What follows belongs to an exercise in optimizing a design on an open flow for small area; a production flow would make more cautious choices. In this exercise RTL edits were held to simulation tests only and were not proved equivalent to the original. Power is estimated from default activity; no workload was simulated.

==> inputs of job 1075 <==
==> flow/design.v <==
package sad_disparity_row_pkg;
    localparam int H_ACTIVE_DEF = 640;
    localparam int V_ACTIVE_DEF = 480;
    localparam int PIX_W        = 8;
    localparam int MAXD_DEF     = 16;
    localparam int WIN_DEF      = 5;
    function automatic logic [PIX_W-1:0] abs_diff(input logic [PIX_W-1:0] x, input logic [PIX_W-1:0] y);
        abs_diff = (x > y) ? (x - y) : (y - x);
    endfunction
endpackage
module sad_argmin (
    input  logic [15:0][10:0] sad_i,
    output logic [10:0]       min_o,
    output logic [3:0]        idx_o
);
    logic [7:0][10:0] v1;
    logic [7:0][0:0]  i1;
    logic [3:0][10:0] v2;
    logic [3:0][1:0]  i2;
    logic [1:0][10:0] v3;
    logic [1:0][2:0]  i3;
    always_comb begin
        for (int i = 0; i < 8; i++) begin
            if (sad_i[2*i+1] < sad_i[2*i]) begin
                v1[i] = sad_i[2*i+1];
                i1[i] = 1'b1;
            end else begin
                v1[i] = sad_i[2*i];
                i1[i] = 1'b0;
            end
        end
        for (int i = 0; i < 4; i++) begin
            if (v1[2*i+1] < v1[2*i]) begin
                v2[i] = v1[2*i+1];
                i2[i] = {1'b1, i1[2*i+1]};
            end else begin
                v2[i] = v1[2*i];
                i2[i] = {1'b0, i1[2*i]};
            end
        end
        for (int i = 0; i < 2; i++) begin
            if (v2[2*i+1] < v2[2*i]) begin
                v3[i] = v2[2*i+1];
                i3[i] = {1'b1, i2[2*i+1]};
            end else begin
                v3[i] = v2[2*i];
                i3[i] = {1'b0, i2[2*i]};
            end
        end
        if (v3[1] < v3[0]) begin
            min_o = v3[1];
            idx_o = {1'b1, i3[1]};
        end else begin
            min_o = v3[0];
            idx_o = {1'b0, i3[0]};
        end
    end
endmodule
module sad_disparity_row (
    input  logic        clk,
    input  logic        rst_n,
    input  logic [31:0] ix,
    input  logic [31:0] iy,
    input  logic [7:0]  a,
    input  logic [7:0]  b,
    output logic [31:0] ox,
    output logic [31:0] oy,
    output logic [3:0]  disp,
    output logic        disp_valid,
    output logic [10:0] cost
);
    localparam int MAXD = 16;
    localparam int WIN  = 5;
    localparam int BH   = MAXD + WIN;    
    localparam int AH   = WIN + 1;       
    logic active, row_start, vld_in;
    logic row_ok_q;
    logic [BH-1:0][7:0] bh_q;
    logic [AH-1:0][7:0] ah_q;
    logic act1_q, start1_q;
    logic [MAXD-1:0][10:0] sum_q;
    logic [10:0] min_sad;
    logic [3:0]  min_idx;
    logic [3:0][10:0] cost_p_q;
    logic [3:0][3:0]  disp_p_q;
    logic [5:0][31:0] ix_p_q;
    logic [5:0][31:0] iy_p_q;
    logic [5:0] v_p_q;
    logic [5:0] rv_p_q;
    assign active = (ix < 32'd640) && (iy < 32'd480);
    assign row_start = active && (ix == 32'd0);
    assign vld_in = active && row_ok_q && (ix >= 32'd19);
    always_ff @(posedge clk) begin
        if (active) begin
            bh_q[0] <= b;
            ah_q[0] <= a;
            for (int i = 1; i < BH; i++) begin
                bh_q[i] <= row_start ? 8'd0 : bh_q[i-1];
            end
            for (int i = 1; i < AH; i++) begin
                ah_q[i] <= row_start ? 8'd0 : ah_q[i-1];
            end
        end
        act1_q <= active;
        start1_q <= row_start;
    end
    always_ff @(posedge clk) begin
        if (act1_q) begin
            for (int d = 0; d < MAXD; d++) begin
                sum_q[d] <= (start1_q ? 11'd0 : sum_q[d])
                          + 11'(sad_disparity_row_pkg::abs_diff(ah_q[0], bh_q[d]))
                          - 11'(sad_disparity_row_pkg::abs_diff(ah_q[AH-1], bh_q[d+WIN]));
            end
        end
    end
    sad_argmin u_argmin (
        .sad_i (sum_q),
        .min_o (min_sad),
        .idx_o (min_idx)
    );
    always_ff @(posedge clk) begin
        cost_p_q[0] <= min_sad;
        disp_p_q[0] <= min_idx;
        for (int i = 1; i < 4; i++) begin
            cost_p_q[i] <= cost_p_q[i-1];
            disp_p_q[i] <= disp_p_q[i-1];
        end
        ix_p_q[0] <= ix;
        iy_p_q[0] <= iy;
        for (int i = 1; i < 6; i++) begin
            ix_p_q[i] <= ix_p_q[i-1];
            iy_p_q[i] <= iy_p_q[i-1];
        end
    end
    always_ff @(posedge clk or negedge rst_n) begin
        if (!rst_n) begin
            row_ok_q <= 1'b0;
            v_p_q <= '0;
            rv_p_q <= '0;
        end else begin
            row_ok_q <= row_ok_q | row_start;
            v_p_q <= {v_p_q[4:0], vld_in};
            rv_p_q <= {rv_p_q[4:0], 1'b1};
        end
    end
    assign ox = rv_p_q[5] ? ix_p_q[5] : 32'd0;
    assign oy = rv_p_q[5] ? iy_p_q[5] : 32'd0;
    assign disp_valid = v_p_q[5];
    assign disp = v_p_q[5] ? disp_p_q[3] : 4'd0;
    assign cost = v_p_q[5] ? cost_p_q[3] : 11'd0;
endmodule
==> flow/run.sh <==
#!/bin/bash
# synth_recipe.tcl (not shown) runs the flow's synth.tcl, then flattens the netlist and writes it again
# the make line also repeats each setting of config.mk as NAME=value (left out here)
make -C /OpenROAD-flow-scripts/flow DESIGN_CONFIG=/design/flow/config.mk WORK_HOME=/design/flow/orfs CLKGATE_MAP_FILE= SYNTH_SCRIPT=/design/flow/synth_recipe.tcl finish
==> flow/config.mk <==
export PLATFORM = sky130hd
export DESIGN_NAME = sad_disparity_row
export DESIGN_NICKNAME = sad_disparity_row
export VERILOG_FILES = /design/flow/design.v
export SDC_FILE = /design/flow/constraint.sdc
export NUM_CORES = 4
export LEC_CHECK = 0
export CAP_MARGIN = 20
export CORE_MARGIN = 2
export CORE_UTILIZATION = 40
export SLEW_MARGIN = 20
==> flow/constraint.sdc <==
create_clock -name core_clock -period 6.0 [get_ports {clk}]
set_input_delay 1.2000 -clock core_clock [delete_from_list [all_inputs] [get_ports {clk}]]
set_output_delay 1.2000 -clock core_clock [all_outputs]
set_load 0.01 [all_outputs]
==> job 2781 (differences from job 1075) <==
==> flow/design.v (replaced) <==
package sad_disparity_row_pkg;
    localparam int H_ACTIVE_DEF = 640;
    localparam int V_ACTIVE_DEF = 480;
    localparam int MAXD_DEF     = 16;
    localparam int WIN_DEF      = 5;
    function automatic logic lt11(input logic [10:0] x, input logic [10:0] y);
        logic r;
        r = 1'b0;
        for (int i = 0; i < 11; i++) begin
            r = (x[i] ^ y[i]) ? y[i] : r;
        end
        lt11 = r;
    endfunction
    function automatic logic carry_la(input logic [7:0] x, input logic [7:0] y, input logic c5);
        logic g, p;
        g = (x[5] & y[5]);
        g = (x[6] & y[6]) | (x[6] & g) | (y[6] & g);
        g = (x[7] & y[7]) | (x[7] & g) | (y[7] & g);
        p = (x[5] | y[5]) & (x[6] | y[6]) & (x[7] | y[7]);
        carry_la = g | (p & c5);
    endfunction
endpackage
module sad_argmin (
    input  logic             clk,
    input  logic [15:0][10:0] sad_i,
    output logic [10:0]      min_o,
    output logic [3:0]       idx_o
);
    logic [7:0][10:0] v1;
    logic [7:0]       i1;
    logic [3:0][10:0] v2_d, v2_q;
    logic [3:0][1:0]  i2_d, i2_q;
    logic [1:0][10:0] v3;
    logic [1:0][2:0]  i3;
    logic [10:0] min_d;
    logic [3:0]  idx_d;
    always_comb begin
        for (int i = 0; i < 8; i++) begin
            i1[i] = sad_disparity_row_pkg::lt11(sad_i[2*i+1], sad_i[2*i]);
            v1[i] = i1[i] ? sad_i[2*i+1] : sad_i[2*i];
        end
        for (int i = 0; i < 4; i++) begin
            if (sad_disparity_row_pkg::lt11(v1[2*i+1], v1[2*i])) begin
                v2_d[i] = v1[2*i+1];
                i2_d[i] = {1'b1, i1[2*i+1]};
            end else begin
                v2_d[i] = v1[2*i];
                i2_d[i] = {1'b0, i1[2*i]};
            end
        end
        for (int i = 0; i < 2; i++) begin
            if (sad_disparity_row_pkg::lt11(v2_q[2*i+1], v2_q[2*i])) begin
                v3[i] = v2_q[2*i+1];
                i3[i] = {1'b1, i2_q[2*i+1]};
            end else begin
                v3[i] = v2_q[2*i];
                i3[i] = {1'b0, i2_q[2*i]};
            end
        end
        if (sad_disparity_row_pkg::lt11(v3[1], v3[0])) begin
            min_d = v3[1];
            idx_d = {1'b1, i3[1]};
        end else begin
            min_d = v3[0];
            idx_d = {1'b0, i3[0]};
        end
    end
    always_ff @(posedge clk) begin
        v2_q <= v2_d;
        i2_q <= i2_d;
        min_o <= min_d;
        idx_o <= idx_d;
    end
endmodule
module sad_disparity_row (
    input  logic        clk,
    input  logic        rst_n,
    input  logic [31:0] ix,
    input  logic [31:0] iy,
    input  logic [7:0]  a,
    input  logic [7:0]  b,
    output logic [31:0] ox,
    output logic [31:0] oy,
    output logic [3:0]  disp,
    output logic        disp_valid,
    output logic [10:0] cost
);
    localparam int MAXD = 16;
    localparam int WIN  = 5;
    localparam int BH   = MAXD + WIN;    
    localparam int AH   = WIN + 1;       
    logic active, row_start, vld_in;
    logic shift_en, hold_en;
    logic row_ok_q;
    logic [BH-1:0][7:0] bh_q;
    logic [AH-1:0][7:0] nah_q;           
    logic act1_q, start1_q;
    logic [MAXD-1:0][10:0] sum_q;
    logic [MAXD-1:0][10:0] sum_d;
    logic [10:0] min_sad;
    logic [3:0]  min_idx;
    logic [1:0][10:0] cost_p_q;
    logic [1:0][3:0]  disp_p_q;
    logic [5:0][31:0] ix_p_q;
    logic [5:0][31:0] iy_p_q;
    logic [5:0] v_p_q;
    logic [5:0] rv_p_q;
    assign active = (ix < 32'd640) && (iy < 32'd480);
    assign row_start = active && (ix == 32'd0);
    assign vld_in = active && row_ok_q && (ix >= 32'd19);
    assign shift_en = active & ~row_start;
    assign hold_en = ~active;
    always_ff @(posedge clk) begin
        bh_q[0] <= active ? b : bh_q[0];
        nah_q[0] <= active ? ~a : nah_q[0];
        for (int i = 1; i < BH; i++) begin
            bh_q[i] <= ({8{shift_en}} & bh_q[i-1]) | ({8{hold_en}} & bh_q[i]);
        end
        for (int i = 1; i < AH; i++) begin
            nah_q[i] <= ({8{shift_en}} & nah_q[i-1]) | ({8{hold_en}} & nah_q[i])
                      | {8{row_start}};
        end
        act1_q <= active;
        start1_q <= row_start;
    end
    always_comb begin
        for (int d = 0; d < MAXD; d++) begin
            logic [8:0] c1, c2;
            logic [7:0] t1, t2, u1, v2;
            logic co1, co2;
            logic [10:0] s, ps, pc;
            c1[0] = 1'b0;
            c2[0] = 1'b0;
            for (int i = 0; i < 8; i++) begin
                t1[i] = nah_q[0][i] ^ bh_q[d][i] ^ c1[i];
                c1[i+1] = (nah_q[0][i] & bh_q[d][i]) | (c1[i] & (nah_q[0][i] ^ bh_q[d][i]));
                t2[i] = nah_q[AH-1][i] ^ bh_q[d+WIN][i] ^ c2[i];
                c2[i+1] = (nah_q[AH-1][i] & bh_q[d+WIN][i]) | (c2[i] & (nah_q[AH-1][i] ^ bh_q[d+WIN][i]));
            end
            co1 = sad_disparity_row_pkg::carry_la(nah_q[0], bh_q[d], c1[5]);
            co2 = sad_disparity_row_pkg::carry_la(nah_q[AH-1], bh_q[d+WIN], c2[5]);
            u1 = t1 ^ {8{~co1}};
            v2 = t2 ^ {8{co2}};
            s = start1_q ? 11'd0 : sum_q[d];
            for (int i = 0; i < 8; i++) begin
                ps[i] = s[i] ^ u1[i] ^ v2[i];
                pc[i] = (s[i] & u1[i]) | (s[i] & v2[i]) | (u1[i] & v2[i]);
            end
            ps[10:8] = ~s[10:8];
            pc[10:8] = s[10:8];
            sum_d[d] = ps + {pc[9:0], co1} + {10'd0, ~co2};
        end
    end
    always_ff @(posedge clk) begin
        if (act1_q) begin
            sum_q <= sum_d;
        end
    end
    sad_argmin u_argmin (
        .clk   (clk),
        .sad_i (sum_q),
        .min_o (min_sad),
        .idx_o (min_idx)
    );
    always_ff @(posedge clk) begin
        cost_p_q[0] <= min_sad;
        disp_p_q[0] <= min_idx;
        cost_p_q[1] <= cost_p_q[0];
        disp_p_q[1] <= disp_p_q[0];
        ix_p_q[0] <= ix;
        iy_p_q[0] <= iy;
        for (int i = 1; i < 6; i++) begin
            ix_p_q[i] <= ix_p_q[i-1];
            iy_p_q[i] <= iy_p_q[i-1];
        end
    end
    always_ff @(posedge clk or negedge rst_n) begin
        if (!rst_n) begin
            row_ok_q <= 1'b0;
            v_p_q <= '0;
            rv_p_q <= '0;
        end else begin
            row_ok_q <= row_ok_q | row_start;
            v_p_q <= {v_p_q[4:0], vld_in};
            rv_p_q <= {rv_p_q[4:0], 1'b1};
        end
    end
    assign ox = rv_p_q[5] ? ix_p_q[5] : 32'd0;
    assign oy = rv_p_q[5] ? iy_p_q[5] : 32'd0;
    assign disp_valid = v_p_q[5];
    assign disp = v_p_q[5] ? disp_p_q[1] : 4'd0;
    assign cost = v_p_q[5] ? cost_p_q[1] : 11'd0;
endmodule
Settings changed: CTS_BUF_LIST set to sky130_fd_sc_hd__clkbuf_4.
==> comparison table <==
	job 2781	job 1075
Result of the run	timing/DRC/antenna clean	finished with violations
Layout check failures	-	negative setup slack
Cell area after technology mapping	0.0485 mm^2	0.0573 mm^2
Fraction of synthesized cell area in xor and xnor cells	0.0808	0.0543
Total combinational power	146 uW	148 uW
Synth-to-Final Area Change	16.2%	22.3%
Internal power component	9120 uW	9620 uW
Count of filler cells inserted in the layout	11200	12900
Clk_buf instances	350	129
Routed WL per cell	18.5 um	20.3 um
Worst Clk Skew	0.0693 ns	0.0397 ns
Uppermost metal layer occupied by signal nets	met5	met4
GRT met1 Usage	0.258	0.304
Largest net degree at the start of global routing	190	73
FFs w/ async S/R, synth	0.0146	0.0153
Net Sw Frac	0.222	0.213
Final net count	5666	7471

## what the ideal ports hide
No port has a modelled driver above. Below, the same layouts with a new extraction and two added sets of constraints.
Step 1 assumes that a clkbuf_16 drives the clock port and a buf_2 every other input.
Step 2, shift: input delay + t, output delay - t, t = (earliest + latest rising clock arrival at the registers) / 2. This alone moves slack from input paths to output paths.
a / b / c = no drivers / after step 1 / after step 2; a / b = the first two.
run | t (ns) | setup slack, ns | worst slew at a driven data input, ns | cell pins on the clock port's net
job 1075 | 0.768 | -1.761 / -1.761 / -1.761 | 0.09 | 1
job 2781 | 1.199 | 0.256 / 0.256 / 0.256 | 0.08 | 1
